From an optimization exercise on the open Yosys and OpenROAD flow, aimed at small area and a short achievable clock period; shortcuts taken in it are not production practice. Function was checked by simulation only, so behaviour that the tests miss may differ from the original. Power figures rest on the tool's default switching activity, not on a simulated workload.

## run.sh

```bash
#!/bin/bash
# synth_recipe.tcl (not shown) runs the flow's synth.tcl, then flattens the netlist and writes it again
# the make line also repeats each setting of config.mk as NAME=value (left out here)
make -C /OpenROAD-flow-scripts/flow DESIGN_CONFIG=/design/flow/config.mk WORK_HOME=/design/flow/orfs CLKGATE_MAP_FILE= SYNTH_SCRIPT=/design/flow/synth_recipe.tcl finish
```

## config.mk

```make
export PLATFORM = sky130hd
export DESIGN_NAME = gbuf_link_top
export DESIGN_NICKNAME = gbuf_link_top
export VERILOG_FILES = /design/flow/design.v
export SDC_FILE = /design/flow/constraint.sdc
export NUM_CORES = 4
export LEC_CHECK = 0
export CAP_MARGIN = 20
export CORE_MARGIN = 2
export CORE_UTILIZATION = 42
export CTS_CLUSTER_DIAMETER = 60
export CTS_CLUSTER_SIZE = 20
export SETUP_SLACK_MARGIN = 2.4
export SLEW_MARGIN = 20
```

## constraint.sdc

```tcl
create_clock -name core_clock -period 5.0 [get_ports {clk}]
set_input_delay 1.0000 -clock core_clock [delete_from_list [all_inputs] [get_ports {clk}]]
set_output_delay 1.0000 -clock core_clock [all_outputs]
set_load 0.01 [all_outputs]
```

## design.v

```verilog
    localparam int DATA_W        = 16;
    localparam int BANK_AW       = 6;
    localparam int BANK_DEPTH    = 1 << BANK_AW;
    localparam int LVL_W         = BANK_AW + 1;
    localparam int NUM_BANKS     = 6;
    localparam int NUM_IN_BANKS  = 4;
    localparam int NUM_OUT_BANKS = 2;
    localparam int OUT_IDX_W     = 1;
    localparam int BURST_LEN = 8;
    localparam int CFG_LEN   = 4;
    localparam int CNT_W     = 3;
    localparam logic [3:0] SEL_CFG    = 4'd0;
    localparam logic [3:0] SEL_ACT    = 4'd2;
    localparam logic [3:0] SEL_FLGACT = 4'd4;
    localparam logic [3:0] SEL_WEI    = 4'd6;
    localparam logic [3:0] SEL_FLGWEI = 4'd8;
    localparam logic [3:0] SEL_FLGOFM = 4'd10;
    localparam logic [3:0] SEL_OFM    = 4'd11;
    function automatic logic [NUM_BANKS-1:0] sel_onehot(input logic [3:0] sel);
        logic [NUM_BANKS-1:0] oh;
        oh = '0;
        case (sel)
            SEL_FLGWEI: oh[0] = 1'b1;
            SEL_WEI:    oh[1] = 1'b1;
            SEL_FLGACT: oh[2] = 1'b1;
            SEL_ACT:    oh[3] = 1'b1;
            SEL_FLGOFM: oh[4] = 1'b1;
            SEL_OFM:    oh[5] = 1'b1;
            default:    oh = '0;
        endcase
        sel_onehot = oh;
    endfunction
    function automatic logic [3:0] bank_sel(input int idx);
        logic [3:0] sel;
        case (idx)
            0:       sel = SEL_FLGWEI;
            1:       sel = SEL_WEI;
            2:       sel = SEL_FLGACT;
            3:       sel = SEL_ACT;
            4:       sel = SEL_FLGOFM;
            5:       sel = SEL_OFM;
            default: sel = SEL_CFG;
        endcase
        bank_sel = sel;
    endfunction
`timescale 1ns/10ps
`default_nettype none
module gbuf_bank (
    input  wire logic         clk,
    input  wire logic         rst_n,
    input  wire logic         clear,
    input  wire logic         wr_en,
    input  wire logic [15:0]  wr_data,
    input  wire logic         rd_en,
    input  wire logic         rd_sel,      
    output logic [15:0]       rd_word,
    output logic              rd_ok,
    output logic [6:0]        level,
    output logic              room,        
    output logic              ready        
);
    localparam int DATA_W        = 16;
    localparam int BANK_AW       = 6;
    localparam int BANK_DEPTH    = 1 << BANK_AW;
    localparam int LVL_W         = BANK_AW + 1;
    localparam int NUM_BANKS     = 6;
    localparam int NUM_IN_BANKS  = 4;
    localparam int NUM_OUT_BANKS = 2;
    localparam int OUT_IDX_W     = 1;
    localparam int BURST_LEN = 8;
    localparam int CFG_LEN   = 4;
    localparam int CNT_W     = 3;
    localparam logic [3:0] SEL_CFG    = 4'd0;
    localparam logic [3:0] SEL_ACT    = 4'd2;
    localparam logic [3:0] SEL_FLGACT = 4'd4;
    localparam logic [3:0] SEL_WEI    = 4'd6;
    localparam logic [3:0] SEL_FLGWEI = 4'd8;
    localparam logic [3:0] SEL_FLGOFM = 4'd10;
    localparam logic [3:0] SEL_OFM    = 4'd11;
    function automatic logic [NUM_BANKS-1:0] sel_onehot(input logic [3:0] sel);
        logic [NUM_BANKS-1:0] oh;
        oh = '0;
        case (sel)
            SEL_FLGWEI: oh[0] = 1'b1;
            SEL_WEI:    oh[1] = 1'b1;
            SEL_FLGACT: oh[2] = 1'b1;
            SEL_ACT:    oh[3] = 1'b1;
            SEL_FLGOFM: oh[4] = 1'b1;
            SEL_OFM:    oh[5] = 1'b1;
            default:    oh = '0;
        endcase
        sel_onehot = oh;
    endfunction
    function automatic logic [3:0] bank_sel(input int idx);
        logic [3:0] sel;
        case (idx)
            0:       sel = SEL_FLGWEI;
            1:       sel = SEL_WEI;
            2:       sel = SEL_FLGACT;
            3:       sel = SEL_ACT;
            4:       sel = SEL_FLGOFM;
            5:       sel = SEL_OFM;
            default: sel = SEL_CFG;
        endcase
        bank_sel = sel;
    endfunction
    logic [DATA_W-1:0]  mem [BANK_DEPTH];
    logic [BANK_AW-1:0] wr_ptr;
    logic [BANK_AW:0]   count;
    logic [BANK_AW:0]   count_n;
    logic [BANK_AW:0]   count_inc;
    logic [BANK_AW:0]   count_dec;
    logic               carry;
    logic               borrow;
    logic               nonempty;    
    logic               full;
    logic               empty;
    logic               wr_ok;
    logic [7:0]         rd_col;      
    logic [7:0]         rd_col_hi;   
    logic [7:0]         rd_row;      
    logic [DATA_W-1:0]  row_word [8];
    assign full  = count[BANK_AW];
    assign empty = ~nonempty;
    assign wr_ok = wr_en & ~full;
    assign rd_ok = rd_en & ~empty;
    assign level = count;
    always_comb begin
        carry  = 1'b1;
        borrow = 1'b1;
        for (int i = 0; i <= BANK_AW; i++) begin
            count_inc[i] = count[i] ^ carry;
            count_dec[i] = count[i] ^ borrow;
            carry        = carry & count[i];
            borrow       = borrow & ~count[i];
        end
        case ({wr_ok, rd_ok})
            2'b10:   count_n = count_inc;
            2'b01:   count_n = count_dec;
            default: count_n = count;
        endcase
    end
    always_ff @(posedge clk or negedge rst_n) begin
        if (!rst_n) begin
            wr_ptr <= '0;
            rd_col <= 8'd1;
            rd_col_hi <= 8'd1;
            rd_row <= 8'd1;
            count  <= '0;
            nonempty <= 1'b0;
            room   <= 1'b1;
            ready  <= 1'b0;
        end else if (clear) begin
            wr_ptr <= '0;
            rd_col <= 8'd1;
            rd_col_hi <= 8'd1;
            rd_row <= 8'd1;
            count  <= '0;
            nonempty <= 1'b0;
            room   <= 1'b1;
            ready  <= 1'b0;
        end else begin
            if (wr_ok) begin
                wr_ptr <= wr_ptr + 1'b1;
            end
            if (rd_ok) begin
                rd_col <= {rd_col[6:0], rd_col[7]};
                rd_col_hi <= {rd_col_hi[6:0], rd_col_hi[7]};
                if (rd_col[7]) begin
                    rd_row <= {rd_row[6:0], rd_row[7]};
                end
            end
            count <= count_n;
            case ({wr_ok, rd_ok})
                2'b10: begin
                    nonempty <= 1'b1;
                    room  <= (count <= LVL_W'(BANK_DEPTH - BURST_LEN - 1));
                    ready <= (count >= LVL_W'(BURST_LEN - 1));
                end
                2'b01: begin
                    nonempty <= (count != LVL_W'(1));
                    room  <= (count <= LVL_W'(BANK_DEPTH - BURST_LEN + 1));
                    ready <= (count >= LVL_W'(BURST_LEN + 1));
                end
                default: begin
                    nonempty <= (count != '0);
                    room  <= (count <= LVL_W'(BANK_DEPTH - BURST_LEN));
                    ready <= (count >= LVL_W'(BURST_LEN));
                end
            endcase
        end
    end
    always_ff @(posedge clk) begin
        if (wr_ok) begin
            mem[wr_ptr] <= wr_data;
        end
    end
    always_comb begin
        for (int r = 0; r < 8; r++) begin
            row_word[r] = '0;
            for (int c = 0; c < 8; c++) begin
                row_word[r] = row_word[r] | ({{(DATA_W/2){rd_col_hi[c]}}, {(DATA_W/2){rd_col[c]}}}
                                             & mem[r*8 + c]);
            end
        end
        rd_word = '0;
        for (int r = 0; r < 8; r++) begin
            rd_word = rd_word | ({DATA_W{rd_row[r] & rd_sel}} & row_word[r]);
        end
    end
endmodule
`default_nettype wire
`timescale 1ns/10ps
`default_nettype none
module link_scheduler (
    input  wire logic                       clk,
    input  wire logic                       rst_n,
    input  wire logic                       clear,
    input  wire logic                       cfg_req,
    input  wire logic [NUM_IN_BANKS-1:0]    room,        
    input  wire logic [NUM_OUT_BANKS-1:0]   ready,       
    input  wire logic                       link_in_valid,
    output logic [3:0]                      grant_sel,
    output logic                            grant_upload,
    output logic                            link_req,
    output logic                            link_done,
    output logic                            cfg_valid,
    output logic [NUM_IN_BANKS-1:0]         in_bank,     
    output logic [NUM_OUT_BANKS-1:0]        up_bank      
);
    localparam int DATA_W        = 16;
    localparam int BANK_AW       = 6;
    localparam int BANK_DEPTH    = 1 << BANK_AW;
    localparam int LVL_W         = BANK_AW + 1;
    localparam int NUM_BANKS     = 6;
    localparam int NUM_IN_BANKS  = 4;
    localparam int NUM_OUT_BANKS = 2;
    localparam int OUT_IDX_W     = 1;
    localparam int BURST_LEN = 8;
    localparam int CFG_LEN   = 4;
    localparam int CNT_W     = 3;
    localparam logic [3:0] SEL_CFG    = 4'd0;
    localparam logic [3:0] SEL_ACT    = 4'd2;
    localparam logic [3:0] SEL_FLGACT = 4'd4;
    localparam logic [3:0] SEL_WEI    = 4'd6;
    localparam logic [3:0] SEL_FLGWEI = 4'd8;
    localparam logic [3:0] SEL_FLGOFM = 4'd10;
    localparam logic [3:0] SEL_OFM    = 4'd11;
    function automatic logic [NUM_BANKS-1:0] sel_onehot(input logic [3:0] sel);
        logic [NUM_BANKS-1:0] oh;
        oh = '0;
        case (sel)
            SEL_FLGWEI: oh[0] = 1'b1;
            SEL_WEI:    oh[1] = 1'b1;
            SEL_FLGACT: oh[2] = 1'b1;
            SEL_ACT:    oh[3] = 1'b1;
            SEL_FLGOFM: oh[4] = 1'b1;
            SEL_OFM:    oh[5] = 1'b1;
            default:    oh = '0;
        endcase
        sel_onehot = oh;
    endfunction
    function automatic logic [3:0] bank_sel(input int idx);
        logic [3:0] sel;
        case (idx)
            0:       sel = SEL_FLGWEI;
            1:       sel = SEL_WEI;
            2:       sel = SEL_FLGACT;
            3:       sel = SEL_ACT;
            4:       sel = SEL_FLGOFM;
            5:       sel = SEL_OFM;
            default: sel = SEL_CFG;
        endcase
        bank_sel = sel;
    endfunction
    logic             grant_active;
    logic             cfg_pend;
    logic [CNT_W-1:0] word_cnt;
    logic             pick_valid;
    logic [3:0]       pick_sel;
    logic             pick_upload;
    logic             in_last;     
    logic             up_last;     
    logic             cfg_act;     
    logic             n_active;
    logic [3:0]       n_sel;
    logic             n_upload;
    logic [CNT_W-1:0] n_cnt;
    logic             step;
    logic             last_word;
    always_comb begin
        pick_valid  = 1'b0;
        pick_sel    = SEL_CFG;
        pick_upload = 1'b0;
        for (int i = NUM_IN_BANKS - 1; i >= 0; i--) begin
            if (room[i]) begin
                pick_valid  = 1'b1;
                pick_sel    = bank_sel(i);
                pick_upload = 1'b0;
            end
        end
        for (int i = NUM_BANKS - 1; i >= NUM_IN_BANKS; i--) begin
            if (ready[i - NUM_IN_BANKS]) begin
                pick_valid  = 1'b1;
                pick_sel    = bank_sel(i);
                pick_upload = 1'b1;
            end
        end
        if (cfg_pend) begin
            pick_valid  = 1'b1;
            pick_sel    = SEL_CFG;
            pick_upload = 1'b0;
        end
    end
    assign step      = grant_upload | link_in_valid;
    assign last_word = (grant_sel == SEL_CFG) ? (word_cnt == CNT_W'(CFG_LEN - 1))
                                              : (word_cnt == CNT_W'(BURST_LEN - 1));
    assign link_done = up_last | (in_last & link_in_valid);
    assign cfg_valid = cfg_act & link_in_valid;
    always_comb begin
        n_active = grant_active;
        n_sel    = grant_sel;
        n_upload = grant_upload;
        n_cnt    = word_cnt;
        if (!grant_active) begin
            n_cnt = '0;
            if (pick_valid) begin
                n_active = 1'b1;
                n_sel    = pick_sel;
                n_upload = pick_upload;
            end
        end else if (step) begin
            if (last_word) begin
                n_active = 1'b0;
                n_cnt    = '0;
            end else begin
                n_cnt = word_cnt + 1'b1;
            end
        end
    end
    always_ff @(posedge clk or negedge rst_n) begin
        if (!rst_n) begin
            grant_active <= 1'b0;
            grant_sel    <= SEL_CFG;
            grant_upload <= 1'b0;
            link_req     <= 1'b0;
            word_cnt     <= '0;
            cfg_pend     <= 1'b0;
            in_last      <= 1'b0;
            up_last      <= 1'b0;
            cfg_act      <= 1'b0;
            in_bank      <= '0;
            up_bank      <= '0;
        end else if (clear) begin
            grant_active <= 1'b0;
            grant_sel    <= SEL_CFG;
            grant_upload <= 1'b0;
            link_req     <= 1'b0;
            word_cnt     <= '0;
            cfg_pend     <= 1'b0;
            in_last      <= 1'b0;
            up_last      <= 1'b0;
            cfg_act      <= 1'b0;
            in_bank      <= '0;
            up_bank      <= '0;
        end else begin
            grant_active <= n_active;
            grant_sel    <= n_sel;
            grant_upload <= n_upload;
            word_cnt     <= n_cnt;
            link_req     <= ~grant_active & pick_valid;
            cfg_pend     <= cfg_req | (cfg_pend & grant_active);
            cfg_act <= n_active & ~n_upload & (n_sel == SEL_CFG);
            in_last <= n_active & ~n_upload &
                       ((n_sel == SEL_CFG) ? (n_cnt == CNT_W'(CFG_LEN - 1))
                                           : (n_cnt == CNT_W'(BURST_LEN - 1)));
            up_last <= n_active & n_upload & (n_cnt == CNT_W'(BURST_LEN - 1));
            for (int i = 0; i < NUM_IN_BANKS; i++) begin
                in_bank[i] <= n_active & ~n_upload & (n_sel == bank_sel(i));
            end
            for (int j = 0; j < NUM_OUT_BANKS; j++) begin
                up_bank[j] <= n_active & n_upload & (n_sel == bank_sel(NUM_IN_BANKS + j));
            end
        end
    end
endmodule
`default_nettype wire
`timescale 1ns/10ps
`default_nettype none
module gbuf_link_top (
    input  wire logic                              clk,
    input  wire logic                              rst_n,
    input  wire logic                              clear,
    input  wire logic                              cfg_req,
    output logic                                   link_req,
    output logic [3:0]                             link_sel,
    output logic                                   link_upload,
    output logic                                   link_done,
    input  wire logic                              link_in_valid,
    input  wire logic [15:0]                 link_in_data,
    output logic                                   link_out_valid,
    output logic [15:0]                      link_out_data,
    output logic                                   cfg_valid,
    output logic [15:0]                      cfg_word,
    input  wire logic [3:0]           core_rd,
    output logic [3:0]                core_rd_valid,
    output logic [63:0]         core_rd_data,
    input  wire logic [1:0]          core_wr,
    input  wire logic [31:0]   core_wr_data,
    output logic [41:0]             level
);
    localparam int DATA_W        = 16;
    localparam int BANK_AW       = 6;
    localparam int BANK_DEPTH    = 1 << BANK_AW;
    localparam int LVL_W         = BANK_AW + 1;
    localparam int NUM_BANKS     = 6;
    localparam int NUM_IN_BANKS  = 4;
    localparam int NUM_OUT_BANKS = 2;
    localparam int OUT_IDX_W     = 1;
    localparam int BURST_LEN = 8;
    localparam int CFG_LEN   = 4;
    localparam int CNT_W     = 3;
    localparam logic [3:0] SEL_CFG    = 4'd0;
    localparam logic [3:0] SEL_ACT    = 4'd2;
    localparam logic [3:0] SEL_FLGACT = 4'd4;
    localparam logic [3:0] SEL_WEI    = 4'd6;
    localparam logic [3:0] SEL_FLGWEI = 4'd8;
    localparam logic [3:0] SEL_FLGOFM = 4'd10;
    localparam logic [3:0] SEL_OFM    = 4'd11;
    function automatic logic [NUM_BANKS-1:0] sel_onehot(input logic [3:0] sel);
        logic [NUM_BANKS-1:0] oh;
        oh = '0;
        case (sel)
            SEL_FLGWEI: oh[0] = 1'b1;
            SEL_WEI:    oh[1] = 1'b1;
            SEL_FLGACT: oh[2] = 1'b1;
            SEL_ACT:    oh[3] = 1'b1;
            SEL_FLGOFM: oh[4] = 1'b1;
            SEL_OFM:    oh[5] = 1'b1;
            default:    oh = '0;
        endcase
        sel_onehot = oh;
    endfunction
    function automatic logic [3:0] bank_sel(input int idx);
        logic [3:0] sel;
        case (idx)
            0:       sel = SEL_FLGWEI;
            1:       sel = SEL_WEI;
            2:       sel = SEL_FLGACT;
            3:       sel = SEL_ACT;
            4:       sel = SEL_FLGOFM;
            5:       sel = SEL_OFM;
            default: sel = SEL_CFG;
        endcase
        bank_sel = sel;
    endfunction
    logic [NUM_IN_BANKS-1:0]        in_bank;
    logic [NUM_OUT_BANKS-1:0]       up_bank;
    logic [NUM_BANKS*DATA_W-1:0]    rd_word;
    logic [NUM_BANKS-1:0]           rd_ok;
    logic [NUM_IN_BANKS-1:0]        room;
    logic [NUM_OUT_BANKS-1:0]       ready;
    assign cfg_word = link_in_data;
    link_scheduler u_scheduler (
        .clk           (clk),
        .rst_n         (rst_n),
        .clear         (clear),
        .cfg_req       (cfg_req),
        .room          (room),
        .ready         (ready),
        .link_in_valid (link_in_valid),
        .grant_sel     (link_sel),
        .grant_upload  (link_upload),
        .link_req      (link_req),
        .link_done     (link_done),
        .cfg_valid     (cfg_valid),
        .in_bank       (in_bank),
        .up_bank       (up_bank)
    );
    for (genvar b = 0; b < NUM_IN_BANKS; b++) begin : g_in
        gbuf_bank u_bank (
            .clk      (clk),
            .rst_n    (rst_n),
            .clear    (clear),
            .wr_en    (link_in_valid & in_bank[b]),
            .wr_data  (link_in_data),
            .rd_en    (core_rd[b]),
            .rd_sel   (1'b1),
            .rd_word  (rd_word[b*DATA_W +: DATA_W]),
            .rd_ok    (rd_ok[b]),
            .level    (level[b*LVL_W +: LVL_W]),
            .room     (room[b]),
            .ready    ()
        );
    end
    for (genvar j = 0; j < NUM_OUT_BANKS; j++) begin : g_out
        gbuf_bank u_bank (
            .clk      (clk),
            .rst_n    (rst_n),
            .clear    (clear),
            .wr_en    (core_wr[j]),
            .wr_data  (core_wr_data[j*DATA_W +: DATA_W]),
            .rd_en    (up_bank[j]),
            .rd_sel   (up_bank[j]),
            .rd_word  (rd_word[(NUM_IN_BANKS + j)*DATA_W +: DATA_W]),
            .rd_ok    (rd_ok[NUM_IN_BANKS + j]),
            .level    (level[(NUM_IN_BANKS + j)*LVL_W +: LVL_W]),
            .room     (),
            .ready    (ready[j])
        );
    end
    always_ff @(posedge clk) begin
        core_rd_data  <= rd_word[NUM_IN_BANKS*DATA_W-1:0];
        link_out_data <= rd_word[(NUM_IN_BANKS + 1)*DATA_W +: DATA_W]
                       | rd_word[NUM_IN_BANKS*DATA_W +: DATA_W];
    end
    always_ff @(posedge clk or negedge rst_n) begin
        if (!rst_n) begin
            core_rd_valid  <= '0;
            link_out_valid <= 1'b0;
        end else if (clear) begin
            core_rd_valid  <= '0;
            link_out_valid <= 1'b0;
        end else begin
            core_rd_valid  <= rd_ok[NUM_IN_BANKS-1:0];
            link_out_valid <= |rd_ok[NUM_BANKS-1:NUM_IN_BANKS];
        end
    end
endmodule
`default_nettype wire
```

==> results of run 1 <==
## stage by stage
stage | hold WS [ns] | worst slack [ns] | util, % | cell area, µm²
2_1_floorplan | 0.4714 | 2.128 | - | 235200
3_3_place_gp | 0.4854 | 0.7483 | 44.76 | 249000
3_5_place_dp | 0.5097 | 0.7316 | 44.77 | 249100
4_1_cts | 0.1757 | 1.980 | 47.90 | 266500
5_1_grt | 0.2309 | 2.046 | 48.25 | 268400
6_report | 0.2633 | 2.093 | 48.25 | 268500
## power groups by stage
stage / clock network [mW] / registers, mW / logic, mW
3_5_place_dp: 0 / 61.5 / 4.46
4_1_cts: 37.4 / 60.2 / 4.82
3_3_place_gp: 0 / 61.5 / 4.40
6_report: 37.0 / 60.1 / 5.18
2_1_floorplan: 0 / 61.0 / 1.86
5_1_grt: 39.2 / 60.1 / 5.40
## layout make-up
class	instances	area share, %
inverter	21	0.03821
multi-input combinational	5675	15.23
clock inverter	225	0.9889
tap	7452	3.473
timing repair buffer	1104	4.051
sequential	6483	71.92
clock buffer	539	4.284
antenna	17	0.01584
## repair_timing
item / 4_1_cts / 5_1_grt
endpoints found under the hold margin: 6 / 0
setup buffers: 117 / 93
hold buffers: 1 / 0
setup endpoints to repair: 3564 / 1615
pin swaps: 49 / 56
gates resized for setup: 1081 / 115
cloned: 8 / 0
## final timing paths
kind	cells past startpoint	slack, ns	startpoint	endpoint
worst max-delay path	2	2.09	u_scheduler.in_last	link_done
min in group asynchronous	2	0.45	rst_n	link_out_valid
worst min-delay path	1	0.26	link_in_data[3]	g_in[0].u_bank.mem[8][3]
worst max register to register	6	2.31	g_in[1].u_bank.rd_col_hi[7]	core_rd_data[24]
worst min register to register	2	0.53	g_out[1].u_bank.rd_row[0]	g_out[1].u_bank.rd_row[0]
max in group asynchronous	3	3.05	rst_n	g_out[0].u_bank.rd_col[1]
## synthesized netlist by cell type (22+ instances only)
cell,instances
nand4_1,594
dfstp_2,22
dfxtp_1,80
xor2_1,35
nor4_1,70
nand3b_1,29
xnor2_1,34
dfrtp_1,237
edfxtp_1,6144
nand3_1,35
a41oi_1,256
buf_1,225
buf_4,23
nor2_1,503
a22oi_1,3328
nand2_1,411
clkbuf_1,628
a21oi_1,157
## critical path: stages, from the launching register on
cell and delay, ns:
dfrtp_2 0.47, a21o_4 0.25, buf_6 0.12
## registers in the layout, indices dropped and copies added (netlist names), 24 cells and up
name / count
g_in.u_bank.rd_row: 32
g_out.u_bank.mem: 2048
g_in.u_bank.rd_col: 32
core_rd_data: 64
g_in.u_bank.count: 28
g_in.u_bank.rd_col_hi: 32
g_in.u_bank.mem: 4096
g_in.u_bank.wr_ptr: 24
## metal layers
layer	vias up	part of all wire (%)	routed length, µm	GRT usage [%]
li1	55700	-	-	-
met1	71470	39	295300	36.36
met2	8606	45	338600	38.21
met3	1203	12	91590	6.012
met4	36	3.3	25030	7.382
met5	-	0.036	274	0
## layout by cell type, fill, tap and decap left out, types with 118 or more instances in the layout
cell type,synthesis,routed
edfxtp_1,6144,6144
a22oi_1,3328,3234
buf_4,23,713
nand4_1,594,594
clkbuf_16,0,438
nand2_1,411,371
nor2_2,0,325
a41oi_1,256,208
a21oi_1,157,156
nor2_1,503,147
buf_6,1,118
## cells by family after synthesis
kind of cell	share of synthesized area (%)
flip-flops	82.17
AO/OA/AOI/OAI	12.18
AND/OR/NAND/NOR	3.771
buffers and inverters	1.489
XOR/XNOR	0.2578
adder cells (fa/ha/maj)	0.1014
multiplexers	0.03203
==> flow_summary_export.csv, run 1 <==
group,metric,value,unit
status,outcome,"timing/DRC/antenna clean",
synthesis,netlist_area,0.2344,mm²
synthesis,yosysSeqAreaShare,82.17,%
cells_and_area,fill_cells,45750,
critical_path,path_max_fanout,1,
grt,grt_max_degree,172,
die,coreArea,0.5564,mm²
route,drt-pass1-iter-count,8,
sta,worstMarginPinSlew,1.229,ns
sta,setup_tns,0,ns
cts,cts_buffer_depth,4,
cts,cts.reportedPaths.clkPinSlew,0.08,ns
die,ios,210,
power_and_ir_drop,p_per_area,381.1,mW/mm²
power_and_ir_drop,intPower,78.84,mW
sta,max_slew_margin,16.97,%
cells_and_area,multi_input_area,0.04089,mm²
power_and_ir_drop,swShare,22.96,%
sta,setup_viol,0,
route,totalWireLength,750800,µm
synthesis,netlist.top_cell.by_area,"edfxtp_1",
grt,grt_overflow,0,
synthesis,synth_top_area_share,78.71,%
flow_run,maxCapViolCount,0,
route,drt_iter0_drc,22630,
route,drcViolationCount,0,
cells_and_area,final-seq-area,0.1931,mm²
cells_and_area,final_cells,21520,
synthesis,synth_cells,13060,
synthesis,synth_enable_flop_cells,6144,
cts,cts-htree-levels,5,
synthesis,synth_warnings,4,
synthesis,synth_area_per_cell,17.95,µm²
critical_path,cp-start-kind,"register",
grt,gr-usage-all-layers,25.20,%
cells_and_area,syn_to_final_growth,14.55,%
power_and_ir_drop,ir_drop,0.3224,mV
die,rows,274,
synthesis,synth.ff_latch_count,6483,
route,ant_nets,0,
synthesis,synth_nets,13140,
critical_path,required,4.00,ns
cts,clock-sinks,6483,
grt,grt_pass1_wl,1016000,µm
sta,timing.fmax,0.3440,GHz
cells_and_area,drive_above_1_share,18.37,%
power_and_ir_drop,power.share.clock,36.2,%
placement,hpwl,424900,µm
grt,grt_pass1_vias,127600,
sta,slew_violations,0,
route,wl_per_cell,34.89,µm
sta,hold_violations,0,
synthesis,synth.distinct_cells,69,
die,die_h,751.1,µm
sta,rsz0062_at_grt,"yes",
placement,gp_congestion,0.9162,
sta,min_period,2.907,ns
cts,cts-root-buf,"clkbuf_16",
grt,antenna_found_initial,54,
power_and_ir_drop,power_frac_seq,58.7,%
cts,cts_buffers,428,
placement,port_buffers,209,
synthesis,yosys-top-cells-area,"edfxtp_1 79%, a22oi_1 11%, dfrtp_1 2.5%, nand4_1 1.6%, clkbuf_1 1.0%",
power_and_ir_drop,p_sw,23.49,mW
synthesis,synthArstFlopShare,3.995,%
power_and_ir_drop,power.total,102.3,mW
placement,place_inst,20520,
power_and_ir_drop,leakagePower,80.09,nW
cells_and_area,nets,13790,
cts,cts_tree,"done",
synthesis,synth_ff_type,"edfxtp_1",
critical_path,endpoint_kind,"output pin",
route,num_vias,137000,
route,via_per_inst,6.368,
critical_path,critical_path_class,"register to output pin",
critical_path,cp.arrival,1.91,ns
die,initial_core_util,42.13,%
power_and_ir_drop,comb_power_share,5.1,%
die,fp.dieW,751.1,µm
cts,worstSkewPairLatency,1.10,ns
sta,period_share,58.15,%
sta,finClkSkew,0.1005,ns
min_path,hp-class,"primary input to register",
die,die_area,0.5641,mm²
==> inputs of run 2 (changes only) <==
--- a/config.mk
+++ b/config.mk
@@ -10,5 +10,5 @@
 export CORE_UTILIZATION = 42
-export CTS_CLUSTER_DIAMETER = 60
-export CTS_CLUSTER_SIZE = 20
-export SETUP_SLACK_MARGIN = 2.4
+export CTS_CLUSTER_DIAMETER = 80
+export CTS_CLUSTER_SIZE = 26
+export SETUP_SLACK_MARGIN = 2.2
 export SLEW_MARGIN = 20
==> run 2 against run 1 <==
Net effect:
- routed wire length decreased by 3.6%
- non-clock buffer count is 86 lower
- via count is 1.6% lower
- critical endpoint is now core_rd_data[52]
==> flow_summary_export.csv, run 2 <==
group,metric,value,unit
status,outcome,"timing/DRC/antenna clean",
sta,finClkSkew,0.1105,ns
route,totalWireLength,723800,µm
synthesis,synth_enable_flop_cells,6144,
sta,hold_violations,0,
synthesis,synth.most_common_cell,"edfxtp_1",
critical_path,path_cells,"buf_6 > a22oi_1 > nand4_1 > a22oi_1 > nand4_1",
critical_path,cp_slowest_cell,"dfrtp_2",
die,fp.dieW,751.1,µm
power_and_ir_drop,power_frac_seq,62.5,%
placement,placed_area,0.2489,mm²
cells_and_area,syn_to_final_growth,11.63,%
cells_and_area,design_area,0.2617,mm²
cells_and_area,multi_input_area,0.03960,mm²
sta,timing.fmax,0.3439,GHz
grt,grt_pass1_vias,126300,
synthesis,netlist.top_cell.by_area,"edfxtp_1",
power_and_ir_drop,power.share.clock,32.6,%
power_and_ir_drop,comb_power_share,4.9,%
sta,max_slew_margin,5.223,%
cts,cts_buffer_depth,4,
placement,hpwl,422100,µm
cts,cts_buffers,325,
sta,worstMarginPinSlew,1.422,ns
grt,grt_max_degree,164,
critical_path,cp-start-kind,"register",
die,initial_core_util,42.13,%
sta,setup_tns,0,ns
critical_path,cp.arrival,3.62,ns
power_and_ir_drop,p_per_area,367.9,mW/mm²
synthesis,synth_area_per_cell,17.95,µm²
die,die_area,0.5641,mm²
route,drt_iter0_drc,22470,
min_path,hold_depth,1,
cts,cts_tree,"done",
cells_and_area,final-seq-area,0.1929,mm²
grt,antenna_found_initial,51,
synthesis,synth_cells,13060,
cells_and_area,layout_commonest_cell,"edfxtp_1",
synthesis,synth_commonest_cells,"6144 x edfxtp_1, 3328 x a22oi_1, 628 x clkbuf_1",
route,via_per_inst,6.341,
min_path,hp-class,"primary input to register",
route,wl_per_cell,34.04,µm
critical_path,endpoint_kind,"register",
synthesis,synth.distinct_cells,69,
critical_path,cpLargestDelayFamily,"compound AO/OA/AOI/OAI gates",
die,ios,210,
sta,slew_violations,0,
cts,cts-root-buf,"clkbuf_16",
cells_and_area,mostFrequentLayoutCells,"6144 x edfxtp_1, 3296 x a22oi_1, 744 x buf_4, 594 x nand4_1, 390 x nand2_1",
sta,rsz0062_at_grt,"yes",
die,rows,274,
die,coreArea,0.5564,mm²
synthesis,synthArstFlopShare,3.995,%
route,num_vias,134800,
grt,grt_pass1_wl,1002000,µm
cells_and_area,drive_above_1_share,13.78,%
synthesis,synth_top_area_share,78.71,%
route,drt-pass1-iter-count,6,
cts,cts-htree-levels,5,
flow_run,maxCapViolCount,0,
critical_path,required,5.72,ns
critical_path,path_max_fanout,49,
synthesis,synth_ff_type,"edfxtp_1",
synthesis,synth_warnings,4,
route,drcViolationCount,0,
cells_and_area,largest_reg_flops,4096,
sta,period_share,58.16,%
route,ant_nets,0,
power_and_ir_drop,intPower,74.34,mW
power_and_ir_drop,swShare,22.78,%
power_and_ir_drop,ir_drop,0.3857,mV
critical_path,crit_buf_inv,1,
cells_and_area,top_register,"g_in.u_bank.mem",
critical_path,cp.depth,5,
sta,min_period,2.908,ns
synthesis,netlist_area,0.2344,mm²
cells_and_area,fill_cells,46410,
synthesis,yosysSeqAreaShare,82.17,%
cells_and_area,nets,13600,
cells_and_area,top_regs,"g_in.u_bank.mem: 4096 flops, g_out.u_bank.mem: 2048 flops, core_rd_data: 64 flops",
cts,cts.reportedPaths.clkPinSlew,0.09,ns
synthesis,yosys-top-cells-area,"edfxtp_1 79%, a22oi_1 11%, dfrtp_1 2.5%, nand4_1 1.6%, clkbuf_1 1.0%",
grt,gr-usage-all-layers,24.75,%
grt,grt_overflow,0,
die,die_h,751.1,µm
placement,port_buffers,209,
power_and_ir_drop,p_sw,21.93,mW
cts,worstSkewPairLatency,1.04,ns
critical_path,ff2ff_path_depth,5,
sta,setup_viol,0,
critical_path,critical_path_class,"register to register",
synthesis,synth_nets,13140,
critical_path,slowest_delay,0.59,ns
cts,clock-sinks,6483,
placement,gp_congestion,0.8725,
synthesis,synth.ff_latch_count,6483,
power_and_ir_drop,leakagePower,77.49,nW
run 2: cell counts after synthesis:
No cell type changed its count.
run 2: logic make-up after synthesis:
| group | share of synthesized area [%] |
|---|---|
| AOI/OAI and AO/OA | 12.18 |
| muxes | 0.03203 |
| adders and majority gates | 0.1014 |
| and+or+nand+nor | 3.771 |
| DFF | 82.17 |
| buffers and inverters | 1.489 |
| xor gates and xnor gates | 0.2578 |
run 2: what timing repair did:
action                     in CTS  in global routing
pin swaps                      15                 20
resized for setup             541                 62
buffers inserted               58                 19
hold endpoints to repair       30                  0
setup endpoints to repair    2874                405
gates cloned                    3                  2
hold buffers                    1                  0
run 2: power groups by stage:
stage | clock network (mW) | registers, mW | logic (mW)
2_1_floorplan | 0 | 61.0 | 1.84
5_1_grt | 33.4 | 60.3 | 4.94
3_3_place_gp | 0 | 61.5 | 4.60
6_report | 31.3 | 60.2 | 4.71
4_1_cts | 31.7 | 60.2 | 4.63
3_5_place_dp | 0 | 61.5 | 4.64
run 2: path summary, 6_finish.rpt:
check | startpoint | end | slack (ns)
max in group asynchronous | rst_n | g_out[1].u_bank.rd_col_hi[1] | 3.06
min reg2reg | g_out[0].u_bank.rd_row[0] | g_out[0].u_bank.rd_row[0] | 0.51
max | g_in[3].u_bank.rd_col[4] | core_rd_data[52] | 2.09
max reg2reg | g_in[3].u_bank.rd_col[4] | core_rd_data[52] | 2.09
min | core_wr_data[2] | g_out[0].u_bank.mem[30][2] | 0.20
min in group asynchronous | rst_n | g_in[3].u_bank.wr_ptr[5] | 0.55
run 2: routing by layer:
metal  vias up  global-route usage (%)  share of wire (%)
met1     70680                   35.93                 40
li1      55200                       -                  -
met2      7990                   38.28                 46
met5         -                       0              0.015
met4        16                   7.464                3.4
met3       941                   4.489                 11
run 2: per-stage QoR:
| step | cells | utilization, % | worst slack, ns | hold slack (ns) | total power [mW] |
|---|---|---|---|---|---|
| 6_report | 21260 | 47.03 | 2.092 | 0.1986 | 96.28 |
| 5_1_grt | 21250 | 47.02 | 2.153 | 0.1718 | 98.62 |
| 4_1_cts | 21200 | 46.91 | 2.075 | 0.1271 | 96.52 |
| 3_5_place_dp | 20570 | 44.74 | 0.7303 | 0.4943 | 66.10 |
| 3_3_place_gp | 20570 | 44.74 | 0.7649 | 0.4910 | 66.06 |
| 2_1_floorplan | 13060 | - | 2.128 | 0.4714 | 62.86 |
run 2: cell type report:
class                      instances  area share (%)
multi-input combinational       5675           15.13
antenna                           37         0.03538
sequential                      6483           73.73
timing repair buffer            1018           3.462
inverter                          21         0.03969
clock inverter                   140          0.6718
clock buffer                     436           3.362
tap                             7452           3.563
run 2: worst register-to-register path, cell delays in order, from the launching register on:
cell,delay (ns)
dfrtp_2,0.59
buf_6,0.33
a22oi_1,0.45
nand4_1,0.29
a22oi_1,0.45
nand4_1,0.50
==> inputs of run 3 (changes only) <==
--- a/config.mk
+++ b/config.mk
@@ -9,3 +9,3 @@
 export CORE_MARGIN = 2
-export CORE_UTILIZATION = 42
+export CORE_UTILIZATION = 50
 export CTS_CLUSTER_DIAMETER = 80
==> run 3 against run 2 <==
Net effect:
- largest power group unchanged
- clock skew down 0.028 ns
- highest routed layer unchanged
- sequential power is essentially flat
- via count up 1.4%
==> flow_summary_export.csv, run 3 <==
group,metric,value,unit
sta,final.setup.worst_slack,2.096,ns
synthesis,yosys-top-cells-area,"edfxtp_1 79%, a22oi_1 11%, dfrtp_1 2.5%, nand4_1 1.6%, clkbuf_1 1.0%",
cells_and_area,final-seq-area,0.1929,mm²
cts,clock-sinks,6483,
synthesis,synth_cells,13060,
critical_path,required,5.68,ns
synthesis,netlist.top_cell.by_area,"edfxtp_1",
placement,place_inst,19330,
critical_path,path_cells,"buf_4 > buf_6 > a22oi_1 > nand4_1 > a22oi_1 > nand4_1",
sta,slew_violations,0,
sta,finClkSkew,0.08224,ns
power_and_ir_drop,power.total,94.28,mW
critical_path,slowest_delay,0.59,ns
cells_and_area,design_area,0.2584,mm²
route,via_per_inst,6.853,
critical_path,path_max_fanout,37,
sta,hold_violations,0,
synthesis,synth_area_per_cell,17.95,µm²
cts,cts-root-buf,"clkbuf_16",
cts,worstSkewPairLatency,1.01,ns
cells_and_area,fill_cells,35540,
critical_path,endpoint_kind,"register",
die,die_area,0.4743,mm²
sta,max_slew_margin,22.45,%
cts,cts_tree,"done",
route,ant_nets,0,
flow_run,maxCapViolCount,0,
route,drt-pass1-iter-count,6,
die,rows,251,
die,fp.dieW,688.7,µm
cells_and_area,layout_commonest_cell,"edfxtp_1",
sta,rsz0062_at_grt,"yes",
sta,setup_viol,0,
critical_path,startpoint,"g_in[1].u_bank.rd_col_hi[3]",
cells_and_area,multi_input_area,0.03918,mm²
cts,cts_buffers,302,
die,die_h,688.7,µm
synthesis,synth.ff_latch_count,6483,
synthesis,synth_enable_flop_cells,6144,
die,ios,210,
cts,cts.reportedPaths.clkPinSlew,0.10,ns
die,initial_core_util,50.19,%
power_and_ir_drop,p_per_area,364.9,mW/mm²
cells_and_area,nets,13580,
power_and_ir_drop,leakagePower,77.05,nW
route,wl_per_cell,37.16,µm
placement,hpwl,450900,µm
sta,period_share,58.09,%
critical_path,cp-start-kind,"register",
cells_and_area,final_cells,19960,
critical_path,cp.depth,6,
cells_and_area,mostFrequentLayoutCells,"6144 x edfxtp_1, 3289 x a22oi_1, 731 x buf_4, 594 x nand4_1, 489 x nor2_1",
cells_and_area,top_regs,"g_in.u_bank.mem: 4096 flops, g_out.u_bank.mem: 2048 flops, core_rd_data: 64 flops",
grt,antenna_found_initial,44,
sta,setup_tns,0,ns
critical_path,worst_r2r_endpoint,"core_rd_data[27]",
synthesis,synthArstFlopShare,3.995,%
route,drt_iter0_drc,23820,
grt,grt_max_degree,124,
synthesis,synth.most_common_cell,"edfxtp_1",
synthesis,synth_commonest_cells,"6144 x edfxtp_1, 3328 x a22oi_1, 628 x clkbuf_1",
placement,port_buffers,209,
synthesis,synth_ff_type,"edfxtp_1",
placement,gp_congestion,0.9182,
synthesis,yosysSeqAreaShare,82.17,%
grt,grt_pass1_wl,1019000,µm
cells_and_area,syn_to_final_growth,10.23,%
critical_path,cpLargestDelayFamily,"simple AND/OR/NAND/NOR gates",
grt,gr-usage-all-layers,30.36,%
critical_path,ff2ff_path_depth,6,
placement,dp_slack,0.8838,ns
critical_path,critical_path_class,"register to register",
critical_path,crit_end,"core_rd_data[27]",
critical_path,rrSetupSlack,2.10,ns
power_and_ir_drop,ir_drop,0.2868,mV
sta,timing.fmax,0.3443,GHz
critical_path,cp_slowest_cell,"nand4_1",
route,totalWireLength,741400,µm
route,drcViolationCount,0,
grt,grt_overflow,0,
placement,placed_area,0.2471,mm²
grt,grt_pass1_vias,129400,
critical_path,r2r-start,"g_in[1].u_bank.rd_col_hi[3]",
cts,cts_buffer_depth,4,
die,coreArea,0.4670,mm²
synthesis,synth_top_area_share,78.71,%
synthesis,netlist_area,0.2344,mm²
status,outcome,"timing/DRC/antenna clean",
synthesis,synth.distinct_cells,69,
sta,worstMarginPinSlew,1.163,ns
critical_path,crit_buf_inv,2,
cells_and_area,largest_reg_flops,4096,
critical_path,cp.arrival,3.58,ns
synthesis,synth_warnings,4,
cells_and_area,top_register,"g_in.u_bank.mem",
cts,cts-htree-levels,5,
synthesis,synth_nets,13140,
sta,min_period,2.904,ns
route,num_vias,136800,
min_path,hp-class,"primary input to register",
cells_and_area,drive_above_1_share,11.72,%
[run 3: cell counts after synthesis]
Identical to the previous run, type by type.
[run 3: cell type report]
type / instances / area share (%)
Antenna cell: 28 / 0.02712
Sequential cell: 6483 / 74.66
Multi-Input combinational cell: 5675 / 15.16
Tap cell: 6198 / 3.001
Clock inverter: 59 / 0.3022
Clock buffer: 474 / 3.289
Timing Repair Buffer: 1017 / 3.518
Inverter: 21 / 0.03680
[run 3: worst min path at each step]
stage	end	cells after the start	start
6_report	g_in[2].u_bank.mem[1][12]	1	link_in_data[12]
5_1_grt	g_in[2].u_bank.mem[6][12]	1	link_in_data[12]
4_1_cts	g_in[2].u_bank.mem[6][12]	1	link_in_data[12]
3_5_place_dp	g_out[0].u_bank.rd_row[0]	2	g_out[0].u_bank.rd_row[0]
3_3_place_gp	g_out[0].u_bank.rd_row[0]	2	g_out[0].u_bank.rd_row[0]
2_1_floorplan	g_out[0].u_bank.rd_row[0]	2	g_out[0].u_bank.rd_row[0]
[run 3: stage by stage]
step | hold slack (ns) | utilization, %
finish | 0.3380 | 55.33
global route | 0.2922 | 55.32
CTS | 0.2644 | 55.14
detailed placement | 0.5062 | 52.90
global placement | 0.4816 | 52.89
floorplan | 0.4714 | -
[run 3: repair_timing]
item / 4_1_cts / 5_1_grt
hold buffers: 1 / 0
gates cloned: 6 / 2
endpoints found under the setup margin: 1161 / 255
pin swaps: 15 / 27
resized for setup: 486 / 97
endpoints found under the hold margin: 51 / 0
buffers inserted: 37 / 22
[run 3: report_power, final]
group	total, mW	internal (mW)	switching, mW
clock network	29.2	12.3	16.9
registers	60.1	59.6	0.466
logic	4.98	1.28	3.71
[run 3: routing by layer]
layer	track usage (%)	share of wire (%)
met5	0	0.017
met1	43.32	38
met4	9.724	3.9
met3	6.190	12
met2	47.30	46
[run 3: worst register-to-register path, delay by kind of cell, from the launching register on]
kind / cells / cell delay, ns
AND/OR/NAND/NOR: 2 / 0.85
buffers and inverters: 2 / 0.62
AO/OA/AOI/OAI: 2 / 0.67
flip-flops: 1 / 0.43
[run 3: kinds of logic (layout without fill, tap and decap cells)]
logic type | Yosys count | count (layout) | share of synthesized area, %
compound gates | 3813 | 3813 | 12.18
xor+xnor | 69 | 69 | 0.2578
fa+ha+maj | 19 | 19 | 0.1014
buf+inv | 903 | 1571 | 1.489
flops | 6483 | 6483 | 82.17
mux | 7 | 7 | 0.03203
other cells | 0 | 28 | 0
simple gates | 1767 | 1767 | 3.771
==> inputs of run 4 (changes only) <==
--- a/design.v
+++ b/design.v
@@ -119,3 +119,2 @@
     logic [7:0]         rd_col;      
-    logic [7:0]         rd_col_hi;   
     logic [7:0]         rd_row;      
@@ -146,3 +145,2 @@
             rd_col <= 8'd1;
-            rd_col_hi <= 8'd1;
             rd_row <= 8'd1;
@@ -155,3 +153,2 @@
             rd_col <= 8'd1;
-            rd_col_hi <= 8'd1;
             rd_row <= 8'd1;
@@ -167,3 +164,2 @@
                 rd_col <= {rd_col[6:0], rd_col[7]};
-                rd_col_hi <= {rd_col_hi[6:0], rd_col_hi[7]};
                 if (rd_col[7]) begin
@@ -201,4 +197,3 @@
             for (int c = 0; c < 8; c++) begin
-                row_word[r] = row_word[r] | ({{(DATA_W/2){rd_col_hi[c]}}, {(DATA_W/2){rd_col[c]}}}
-                                             & mem[r*8 + c]);
+                row_word[r] = row_word[r] | ({DATA_W{rd_col[c]}} & mem[r*8 + c]);
             end
--- a/config.mk
+++ b/config.mk
@@ -9,3 +9,3 @@
 export CORE_MARGIN = 2
-export CORE_UTILIZATION = 50
+export CORE_UTILIZATION = 42
 export CTS_CLUSTER_DIAMETER = 80
==> run 4 against run 3 <==
Net effect:
- final area rose by 0.83%
- clock-buffer cell count fell by 69
- critical endpoint is now g_out[1].u_bank.mem[3][1]
- sequential share of layout area fell by 1.1 points
- synthesized cell count fell by 1.6%
- core utilization fell by 8.2 points
- setup slack improved by 0.018 ns
- routed wire length fell by 4.9%
- area after synthesis fell by 0.77%
- hold slack got worse by 0.093 ns
==> flow_summary_export.csv, run 4 <==
group,metric,value,unit
synthesis,synth_ff_type,"edfxtp_1",
synthesis,yosys-top-cells-area,"edfxtp_1 79%, a22oi_1 11%, dfrtp_1 2.1%, nand4_1 1.6%, clkbuf_1 1.2%",
synthesis,synth_cells,12850,
power_and_ir_drop,p_per_area,366.0,mW/mm²
cts,cts_buffers,318,
synthesis,netlist_area,0.2326,mm²
critical_path,r2r-start,"g_out[0].u_bank.rd_col[2]",
placement,port_buffers,209,
sta,worstMarginPinSlew,1.207,ns
cells_and_area,largest_reg_flops,4096,
grt,met3_usage,3.649,%
cts,cts_buffer_depth,4,
cts,clock-sinks,6435,
sta,timing.fmax,0.3464,GHz
power_and_ir_drop,leakagePower,76.75,nW
critical_path,path_max_fanout,10,
sta,period_share,57.74,%
placement,hpwl,412500,µm
synthesis,synth_top_area_share,79.32,%
flow_run,maxCapViolCount,0,
sta,setup_viol,0,
critical_path,endpoint_kind,"register",
synthesis,yosys.area_share.xor_xnor,0.2485,%
die,rows,273,
cts,cts-root-buf,"clkbuf_16",
grt,grtUsageMet2,38.46,%
critical_path,ff2ff_path_depth,5,
synthesis,synth_commonest_cells,"6144 x edfxtp_1, 3328 x a22oi_1, 760 x clkbuf_1",
sta,hold_violations,0,
route,drt-pass1-iter-count,6,
cells_and_area,top_regs,"g_in.u_bank.mem: 4096 flops, g_out.u_bank.mem: 2048 flops, core_rd_data: 64 flops",
route,num_vias,131900,
synthesis,synthAdderAreaFrac,0.1022,%
critical_path,rrSetupSlack,2.15,ns
cells_and_area,layout_commonest_cell,"edfxtp_1",
critical_path,cp-start-kind,"primary input",
synthesis,synth.ff_latch_count,6435,
grt,grtUsageMet1,34.40,%
cells_and_area,multi_input_area,0.03981,mm²
route,drt_iter0_drc,19690,
grt,grt_pass1_vias,124200,
synthesis,synth-compound-area-share,12.18,%
die,initial_core_util,42.11,%
grt,grt_pass1_wl,976300,µm
route,totalWireLength,705200,µm
synthesis,synth_warnings,4,
synthesis,synth_top_family_by_area,"compound AO/OA/AOI/OAI gates",
sta,min_period,2.887,ns
min_path,hold_depth,1,
grt,antenna_found_initial,28,
synthesis,netlist.top_cell.by_area,"edfxtp_1",
route,via_per_inst,6.331,
grt,top_usage_layer,"met2",
cells_and_area,drive_above_1_share,14.54,%
synthesis,yosysSeqAreaShare,82.29,%
sta,rsz0062_at_grt,"yes",
critical_path,cp.arrival,3.63,ns
status,outcome,"timing/DRC/antenna clean",
grt,gr-usage-all-layers,24.17,%
die,ios,210,
die,die_area,0.5598,mm²
critical_path,worst_r2r_endpoint,"link_out_data[1]",
cells_and_area,fill_cells,45920,
sta,slew_violations,0,
cells_and_area,final-seq-area,0.1917,mm²
cts,worstSkewPairLatency,1.04,ns
cells_and_area,syn_to_final_growth,12.00,%
min_path,hp-class,"primary input to register",
sta,setup_tns,0,ns
cells_and_area,mostFrequentLayoutCells,"6144 x edfxtp_1, 3276 x a22oi_1, 670 x buf_4, 598 x nand4_1, 330 x clkbuf_16",
power_and_ir_drop,power.total,95.34,mW
route,ant_nets,0,
synthesis,synth_area_per_cell,18.10,µm²
synthesis,synth.most_common_cell,"edfxtp_1",
grt,grt_overflow,0,
sta,finClkSkew,0.1263,ns
synthesis,synth_mux_area_share,0.05433,%
route,wl_per_cell,33.86,µm
cts,cts.reportedPaths.clkPinSlew,0.10,ns
route,drcViolationCount,0,
synthesis,yosys.area_share.simple,3.625,%
cts,cts_tree,"done",
die,coreArea,0.5523,mm²
placement,gp_congestion,0.8962,
min_path,hold_start,"link_in_data[4]",
grt,grt_max_degree,145,
cells_and_area,top_register,"g_in.u_bank.mem",
critical_path,required,5.75,ns
synthesis,synth_enable_flop_cells,6144,
power_and_ir_drop,ir_drop,0.3666,mV
sta,max_slew_margin,19.29,%
synthesis,synth_nets,12930,
die,fp.dieW,748.2,µm
cts,cts-htree-levels,5,
synthesis,synth.distinct_cells,72,
die,die_h,748.2,µm
min_path,whs_endpoint,"g_in[3].u_bank.mem[33][4]",
critical_path,critical_path_class,"primary input to register",
cells_and_area,nets,13380,
synthesis,synthArstFlopShare,3.279,%
[run 4: changes by cell type in the layout (fill, tap and decap cells not counted), moves of 35 or more]
cell / previous run / this run
nor2_2: 7 / 238
nand2_1: 402 / 291
dfrtp_2: 83 / 34
clkbuf_1: 154 / 73
a21oi_1: 157 / 122
buf_4: 731 / 670
buf_12: 59 / 113
nor2_1: 489 / 190
nor2_4: 7 / 77
[run 4: report_power, final]
group / switching [mW] / internal, mW / total (mW)
logic: 3.62 / 1.36 / 4.98
registers: 0.393 / 59.2 / 59.6
clock network: 17.5 / 13.2 / 30.8
total: 21.5 / 73.8 / 95.3
[run 4: per-stage QoR]
| step | instances | util [%] | area (µm²) | hold WS, ns | setup slack [ns] |
|---|---|---|---|---|---|
| global route | 20810 | 47.16 | 260500 | 0.2338 | 2.141 |
| finish | 20830 | 47.17 | 260500 | 0.2452 | 2.113 |
| CTS | 20760 | 46.95 | 259300 | 0.2037 | 1.926 |
| floorplan | 12850 | - | 233000 | 0.4714 | 1.980 |
| global placement | 20110 | 44.68 | 246800 | 0.4864 | 0.3066 |
| detailed placement | 20120 | 44.69 | 246800 | 0.4984 | 0.4837 |
[run 4: cells by family (layout without fill, tap and decap cells)]
family / after synthesis / count (layout)
AO/OA/AOI/OAI: 3775 / 3775
multiplexers: 12 / 12
AND/OR/NAND/NOR: 1655 / 1655
buffers and inverters: 888 / 1555
XOR/XNOR: 66 / 66
flip-flops: 6435 / 6435
adder cells (fa/ha/maj): 19 / 19
other: 0 / 24
[run 4: final cells by class]
type | count | share of cell area [%]
multi-input cells | 5527 | 15.28
inverters | 19 | 0.03074
diodes | 24 | 0.02305
clock inverters | 129 | 0.6537
flip-flops and latches | 6435 | 73.57
repair buffers | 1002 | 3.669
clock buffers | 405 | 3.273
well taps | 7287 | 3.500
[run 4: worst max path at each step]
stage,to,depth (start not counted),from
after floorplan,g_in[3].u_bank.mem[40][0],6,link_in_valid
after detailed placement,g_in[3].u_bank.mem[26][11],7,link_in_valid
after global placement,u_scheduler.in_bank[3],6,link_in_valid
after CTS,g_in[0].u_bank.mem[18][13],4,u_scheduler.in_bank[0]
after global routing,g_out[0].u_bank.mem[37][1],7,g_out[0].u_bank.count[6]
final,g_out[1].u_bank.mem[3][1],6,core_wr[1]
[run 4: repair_timing]
action                                  in CTS  in global routing
endpoints found under the setup margin    1798               1064
gates resized for setup                    563                105
hold endpoints to repair                    39                  0
pin swaps                                   28                 29
cloned                                       4                  3
buffers inserted                           103                 42
hold buffers                                 1                  0
[run 4: routing by layer]
layer	wire length, µm	share of wire, %
met4	27670	3.9
met5	132	0.019
met1	281400	40
met2	330700	47
met3	65250	9.3
[run 4: critical path, stage by stage]
cell and delay [ns]:
clkdlybuf4s50_1 0.79, nand2b_1 0.31, nor2_1 0.39, nand2_1 0.45, nor2_4 0.39, buf_4 0.28
==> inputs of run 5 (changes only) <==
--- a/config.mk
+++ b/config.mk
@@ -9,3 +9,3 @@
 export CORE_MARGIN = 2
-export CORE_UTILIZATION = 42
+export CORE_UTILIZATION = 50
 export CTS_CLUSTER_DIAMETER = 80
==> run 5 against run 4 <==
Net effect:
- critical path depth is 1 lower
- area after synthesis unchanged
- global-route usage rose by 4.1 points
- register-to-register slack about the same
- setup slack gained 0.024 ns
- final cell count down 5.6%
- non-clock buffer count down 28
- via count is 0.41% higher
- power decreased by 2.1%
- largest power group unchanged
==> flow_summary_export.csv, run 5 <==
group,metric,value,unit
sta,timing.fmax,0.3493,GHz
synthesis,synth_warnings,4,
power_and_ir_drop,intPower,72.73,mW
cts,cts-htree-levels,5,
synthesis,netlist_area,0.2326,mm²
grt,grt_pass1_wl,958300,µm
sta,slew_violations,0,
placement,gp_congestion,0.9112,
cells_and_area,syn_to_final_growth,10.64,%
cells_and_area,largest_reg_flops,4096,
sta,hold_violations,0,
sta,min_period,2.863,ns
power_and_ir_drop,power.share.clock,31.1,%
route,drt-pass1-iter-count,6,
cts,cts_buffers,303,
synthesis,synth.distinct_cells,72,
sta,fin_hold_ws,0.1919,ns
synthesis,synth_commonest_cells,"6144 x edfxtp_1, 3328 x a22oi_1, 760 x clkbuf_1",
sta,max_slew_margin,20.71,%
die,die_h,686.1,µm
critical_path,critical_path_class,"register to register",
critical_path,endpoint_kind,"register",
power_and_ir_drop,swShare,22.11,%
die,initial_core_util,50.17,%
grt,grt_pass1_vias,126000,
cts,cts_buffer_depth,4,
synthesis,synth.most_common_cell,"edfxtp_1",
die,rows,250,
critical_path,path_max_fanout,60,
synthesis,synth_nets,12930,
synthesis,synth_cells,12850,
route,drcViolationCount,0,
synthesis,synthArstFlopShare,3.279,%
placement,place_inst,18990,
cells_and_area,mostFrequentLayoutCells,"6144 x edfxtp_1, 3293 x a22oi_1, 647 x buf_4, 598 x nand4_1, 312 x clkbuf_16",
power_and_ir_drop,power_frac_seq,63.9,%
sta,rsz0062_at_grt,"yes",
power_and_ir_drop,leakagePower,76.26,nW
route,num_vias,132400,
die,ios,210,
route,ant_nets,0,
cells_and_area,drive_above_1_share,12.69,%
cts,clock-sinks,6435,
cells_and_area,top_regs,"g_in.u_bank.mem: 4096 flops, g_out.u_bank.mem: 2048 flops, core_rd_data: 64 flops",
flow_run,maxCapViolCount,0,
power_and_ir_drop,p_per_area,362.8,mW/mm²
route,totalWireLength,693000,µm
cts,cts.reportedPaths.clkPinSlew,0.10,ns
route,via_per_inst,6.732,
placement,dp_slack,0.7445,ns
synthesis,synth_ff_type,"edfxtp_1",
sta,period_share,57.25,%
synthesis,synth_enable_flop_cells,6144,
cells_and_area,layout_commonest_cell,"edfxtp_1",
cts,cts_tree,"done",
sta,finClkSkew,0.06267,ns
cells_and_area,top_register,"g_in.u_bank.mem",
grt,grt_max_degree,173,
cts,worstSkewPairLatency,1.02,ns
cts,cts-root-buf,"clkbuf_16",
critical_path,cp.arrival,3.62,ns
route,drt_iter0_drc,20170,
sta,setup_tns,0,ns
placement,hpwl,400200,µm
min_path,hp-class,"primary input to register",
synthesis,synth.ff_latch_count,6435,
synthesis,synth_area_per_cell,18.10,µm²
route,wl_per_cell,35.24,µm
synthesis,yosysSeqAreaShare,82.29,%
critical_path,required,5.75,ns
status,outcome,"timing/DRC/antenna clean",
grt,antenna_found_initial,26,
synthesis,netlist.top_cell.by_area,"edfxtp_1",
cells_and_area,final_cells,19670,
grt,grt_overflow,0,
power_and_ir_drop,p_sw,20.64,mW
die,die_area,0.4707,mm²
sta,final.setup.worst_slack,2.137,ns
die,coreArea,0.4636,mm²
sta,worstMarginPinSlew,1.174,ns
die,fp.dieW,686.1,µm
power_and_ir_drop,ir_drop,0.2827,mV
grt,gr-usage-all-layers,28.25,%
synthesis,synth_top_area_share,79.32,%
power_and_ir_drop,comb_power_share,5.0,%
critical_path,cp-start-kind,"register",
cells_and_area,nets,13340,
synthesis,yosys-top-cells-area,"edfxtp_1 79%, a22oi_1 11%, dfrtp_1 2.1%, nand4_1 1.6%, clkbuf_1 1.2%",
placement,port_buffers,209,
sta,setup_viol,0,
-- run 5: final cells by class --
cell class              count  area [µm²]
fillers                 35190      206200
flip-flops and latches   6435      191700
multi-input cells        5527       39230
repair buffers            974        9274
clock buffers             449        8328
well taps                6174        7725
clock inverters            69       960.9
inverters                  19       80.08
diodes                     19       47.55
-- run 5: kinds of logic (layout without fill, tap and decap cells) --
| family | Yosys count | in the layout | share of synthesized area (%) |
|---|---|---|---|
| AOI/OAI and AO/OA | 3775 | 3775 | 12.18 |
| xor gates and xnor gates | 66 | 66 | 0.2485 |
| adders and majority gates | 19 | 19 | 0.1022 |
| buffers and inverters | 888 | 1511 | 1.498 |
| DFF | 6435 | 6435 | 82.29 |
| muxes | 12 | 12 | 0.05433 |
| other | 0 | 19 | 0 |
| and+or+nand+nor | 1655 | 1655 | 3.625 |
-- run 5: power groups by stage --
| stage | Clock [mW] | Sequential (mW) | Combinational [mW] |
|---|---|---|---|
| floorplan | 0 | 60.6 | 1.82 |
| global placement | 0 | 61.0 | 4.31 |
| detailed placement | 0 | 61.0 | 4.39 |
| CTS | 29.3 | 59.7 | 4.54 |
| global route | 31.0 | 59.7 | 4.94 |
| finish | 29.0 | 59.6 | 4.71 |
-- run 5: metal layers --
layer / up-vias / track usage, % / wire length, µm
met5: - / 0 / 34
met4: 6 / 8.534 / 24880
met3: 930 / 5.160 / 73800
met2: 7925 / 44.27 / 323000
met1: 69220 / 40.75 / 271200
li1: 54310 / - / -
-- run 5: metrics by stage --
stage	utilization, %	power [mW]	area, µm²
3_5_place_dp	52.87	65.37	245100
4_1_cts	55.25	93.54	256100
6_report	55.51	93.37	257300
5_1_grt	55.50	95.63	257300
2_1_floorplan	-	62.43	233000
3_3_place_gp	52.87	65.28	245100
-- run 5: critical path, cell delays in order (launching register included) --
cell and delay (ns):
dfrtp_4 0.79, buf_12 0.34, a22oi_1 0.30, nand4_1 0.14, a22oi_1 0.56, nand4_1 0.41
-- run 5: path summary, 6_finish.rpt --
check	slack, ns	cells past startpoint	to	start
worst max-delay path	2.14	5	core_rd_data[32]	g_in[2].u_bank.rd_col[2]
worst min-delay path	0.19	1	g_out[1].u_bank.mem[23][7]	core_wr_data[23]
worst max register to register	2.14	5	core_rd_data[32]	g_in[2].u_bank.rd_col[2]
worst min register to register	0.52	2	g_out[1].u_bank.rd_row[0]	g_out[1].u_bank.rd_row[0]
max in group asynchronous	3.29	3	g_out[0].u_bank.rd_col[5]	rst_n
min in group asynchronous	0.54	2	g_in[3].u_bank.rd_row[1]	rst_n
-- run 5: repair_timing --
item	4_1_cts	5_1_grt
buffers inserted	74	57
setup endpoints to repair	1419	844
pin swaps	20	16
hold buffers	1	0
cloned	3	0
resized for setup	489	69
endpoints found under the hold margin	15	0
==> inputs of run 6 (changes only) <==
==> flow/run.sh (new file) <==
#!/bin/bash
# The standard layout (standard.sh, all steps), except that the port buffers are
# buf_4 cells: left to itself, buffer_ports picks a delay cell on this platform,
# which then sits on every path from an input or to an output.
# The full output of the layout goes to standard.log in the work folder; ORFS keeps
# each step's own log under orfs/logs.
set -euo pipefail
cd "$(dirname "$0")/.."
export BUFFER_PORTS_ARGS="-buffer_cell sky130_fd_sc_hd__buf_4"
bash standard.sh > standard.log 2>&1
==> standard.sh (new file) <==
#!/bin/bash
# synth_recipe.tcl (not shown) runs the flow's synth.tcl, then flattens the netlist and writes it again
# the make line also repeats each setting of config.mk as NAME=value (left out here)
make -C /OpenROAD-flow-scripts/flow DESIGN_CONFIG=/design/flow/config.mk WORK_HOME=/design/flow/orfs CLKGATE_MAP_FILE= SYNTH_SCRIPT=/design/flow/synth_recipe.tcl "${@:-finish}"
--- a/config.mk
+++ b/config.mk
@@ -9,3 +9,3 @@
 export CORE_MARGIN = 2
-export CORE_UTILIZATION = 50
+export CORE_UTILIZATION = 42
 export CTS_CLUSTER_DIAMETER = 80
removed: run.sh
==> run 6 against run 5 <==
Net effect:
- clock power up 6%
- via count is 1.9% lower
- register-to-register slack got worse by 0.02 ns
- critical path depth down 1
- core utilization fell by 8.7 points
- setup slack got worse by 0.018 ns
- flip-flop and latch count unchanged
- final cell count increased by 4.8%
- area after synthesis is the same
- first-iteration DRC count shrank 7.1%
- sequential share of layout area shrank 0.32 points
- critical path type unchanged
- critical endpoint is now g_in[1].u_bank.mem[40][5]
- highest routed layer unchanged
==> flow_summary_export.csv, run 6 <==
group,metric,value,unit
cells_and_area,top_regs,"g_in.u_bank.mem: 4096 flops, g_out.u_bank.mem: 2048 flops, core_rd_data: 64 flops",
synthesis,yosys-top-cells-area,"edfxtp_1 79%, a22oi_1 11%, dfrtp_1 2.1%, nand4_1 1.6%, clkbuf_1 1.2%",
synthesis,synth_ff_type,"edfxtp_1",
cts,cts-htree-levels,5,
min_path,hold_depth,1,
cells_and_area,final_util,46.77,%
sta,setup_tns,0,ns
cells_and_area,drive_above_1_share,13.34,%
synthesis,synthArstFlopShare,3.279,%
die,initial_core_util,42.11,%
route,ant_nets,0,
die,fp.dieW,748.2,µm
synthesis,synth.distinct_cells,72,
min_path,whs_endpoint,"g_in[3].u_bank.mem[9][0]",
sta,min_period,2.881,ns
critical_path,ff2ff_path_depth,4,
critical_path,critical_path_class,"register to register",
placement,hpwl,391700,µm
sta,slew_violations,0,
critical_path,slowest_delay,0.91,ns
min_path,hold_start,"link_in_data[0]",
die,rows,273,
cells_and_area,nets,13170,
route,wl_per_cell,32.71,µm
synthesis,yosysSeqAreaShare,82.29,%
cts,worstSkewPairLatency,1.03,ns
critical_path,worst_r2r_endpoint,"g_in[1].u_bank.mem[40][5]",
route,num_vias,129800,
grt,antenna_found_initial,25,
die,ios,210,
status,outcome,"timing/DRC/antenna clean",
grt,gr-usage-all-layers,23.06,%
synthesis,netlist.top_cell.by_area,"edfxtp_1",
sta,fin_hold_ws,0.2984,ns
placement,gp_congestion,0.8700,
placement,place_inst,19980,
synthesis,yosys.area_share.xor_xnor,0.2485,%
synthesis,synth_warnings,4,
cts,cts.reportedPaths.clkPinSlew,0.10,ns
sta,period_share,57.62,%
die,die_h,748.2,µm
sta,finClkSkew,0.08609,ns
cells_and_area,largest_reg_flops,4096,
critical_path,cp-start-kind,"register",
critical_path,rrSetupSlack,2.12,ns
sta,final.setup.worst_slack,2.119,ns
cells_and_area,final_cells,20620,
critical_path,r2r-start,"u_scheduler.in_bank[1]",
sta,max_slew_margin,8.342,%
critical_path,endpoint_kind,"register",
die,die_area,0.5598,mm²
cells_and_area,layout_commonest_cell,"edfxtp_1",
route,drt_iter0_drc,18730,
grt,grt_overflow,0,
synthesis,synth-compound-area-share,12.18,%
sta,worstMarginPinSlew,1.371,ns
synthesis,synth_cells,12850,
cells_and_area,design_area,0.2583,mm²
cts,cts_buffer_depth,4,
placement,port_buffers,209,
synthesis,synth_enable_flop_cells,6144,
synthesis,synth_area_per_cell,18.10,µm²
cts,cts_tree,"done",
power_and_ir_drop,ir_drop,0.2664,mV
critical_path,cp_slowest_cell,"nor2_2",
sta,rsz0062_at_grt,"yes",
route,totalWireLength,674400,µm
synthesis,synth_commonest_cells,"6144 x edfxtp_1, 3328 x a22oi_1, 760 x clkbuf_1",
sta,hold_violations,0,
sta,timing.fmax,0.3471,GHz
power_and_ir_drop,power.total,95.06,mW
grt,grt_pass1_wl,941100,µm
synthesis,yosys.area_share.simple,3.625,%
cts,clock-sinks,6435,
cells_and_area,top_register,"g_in.u_bank.mem",
cells_and_area,mostFrequentLayoutCells,"6144 x edfxtp_1, 3309 x a22oi_1, 645 x buf_4, 598 x nand4_1, 326 x clkbuf_16",
grt,grt_max_degree,171,
synthesis,netlist_area,0.2326,mm²
synthesis,synth.most_common_cell,"edfxtp_1",
synthesis,synthAdderAreaFrac,0.1022,%
critical_path,path_max_fanout,16,
route,drcViolationCount,0,
synthesis,synth_top_family_by_area,"compound AO/OA/AOI/OAI gates",
critical_path,required,5.64,ns
die,coreArea,0.5523,mm²
route,drt-pass1-iter-count,6,
synthesis,synth_nets,12930,
synthesis,synth_top_area_share,79.32,%
sta,setup_viol,0,
placement,dp_slack,0.8908,ns
route,via_per_inst,6.297,
cts,cts_buffers,320,
critical_path,path_cells,"nand3b_4 > nor2_1 > nand2_1 > nor2_2",
synthesis,synth_mux_area_share,0.05433,%
placement,placed_area,0.2455,mm²
power_and_ir_drop,leakagePower,75.48,nW
power_and_ir_drop,p_per_area,368.0,mW/mm²
cells_and_area,syn_to_final_growth,11.07,%
critical_path,cp.arrival,3.52,ns
min_path,hp-class,"primary input to register",
grt,grt_pass1_vias,121700,
cts,cts-root-buf,"clkbuf_16",
flow_run,maxCapViolCount,0,
synthesis,synth.ff_latch_count,6435,
cells_and_area,fill_cells,45940,
[run 6: cell counts after synthesis]
Identical to the previous run, type by type.
[run 6: final cells by class]
cell class / count / area (µm²) / area share (%)
repair buffers: 785 / 7501 / 2.903
flip-flops and latches: 6435 / 191600 / 74.17
clock buffers: 413 / 8554 / 3.311
diodes: 19 / 47.55 / 0.01840
well taps: 7287 / 9117 / 3.529
inverters: 19 / 90.09 / 0.03487
clock inverters: 133 / 1757 / 0.6800
multi-input cells: 5527 / 39670 / 15.36
[run 6: worst max-delay path by stage]
stage                     slack, ns  cells after the start                    endpoint                     from
after global routing           2.05                      4    g_in[1].u_bank.mem[8][3]   u_scheduler.in_bank[1]
after floorplan                1.98                      6   g_in[3].u_bank.mem[40][0]            link_in_valid
after detailed placement       0.89                      5  g_in[3].u_bank.mem[15][11]            link_in_valid
after global placement         0.19                      6      u_scheduler.in_bank[2]            link_in_valid
final                          2.12                      4   g_in[1].u_bank.mem[40][5]   u_scheduler.in_bank[1]
after CTS                      1.91                      2                   level[20]  g_in[2].u_bank.count[6]
[run 6: cell families (layout without fill, tap and decap cells)]
group / Yosys count / count (layout)
compound gates: 3775 / 3775
xor+xnor: 66 / 66
fa+ha+maj: 19 / 19
buf+inv: 888 / 1350
flops: 6435 / 6435
mux: 12 / 12
other cells: 0 / 19
simple gates: 1655 / 1655
[run 6: report_power, final]
group	internal [mW]	leakage [nW]	total, mW	switching (mW)
clock network	13.1	4.97	30.8	17.7
registers	59.2	58.7	59.7	0.501
logic	1.26	11.9	4.54	3.28
total	73.6	75.5	95.1	21.5
[run 6: timing repair]
action / in CTS / in global routing
hold endpoints to repair: 30 / 0
resized for setup: 160 / 82
setup buffers: 12 / 58
endpoints found under the setup margin: 2026 / 1319
hold buffers: 1 / 0
pin swaps: 7 / 42
[run 6: critical path: cells and delay by family, from the launching register on]
family	cells	cell delay, ns
AND/OR/NAND/NOR	4	1.97
flip-flops	1	0.58
[run 6: metal layers]
metal / up-vias / GRT usage [%] / wire length (µm)
li1: 54040 / - / -
met1: 68320 / 33.91 / 277300
met2: 6648 / 36.18 / 316900
met3: 814 / 2.853 / 57210
met4: 14 / 7.008 / 22840
met5: - / 0 / 87

Re-timed with assumed drivers on the ports (clkbuf_16 on the clock, buf_2 on other inputs), run 6 has 2.045 ns of setup slack against 2.119 ns with ideal ports, and 1.270 ns once port delays also move by the mid clock arrival of 1.115 ns.
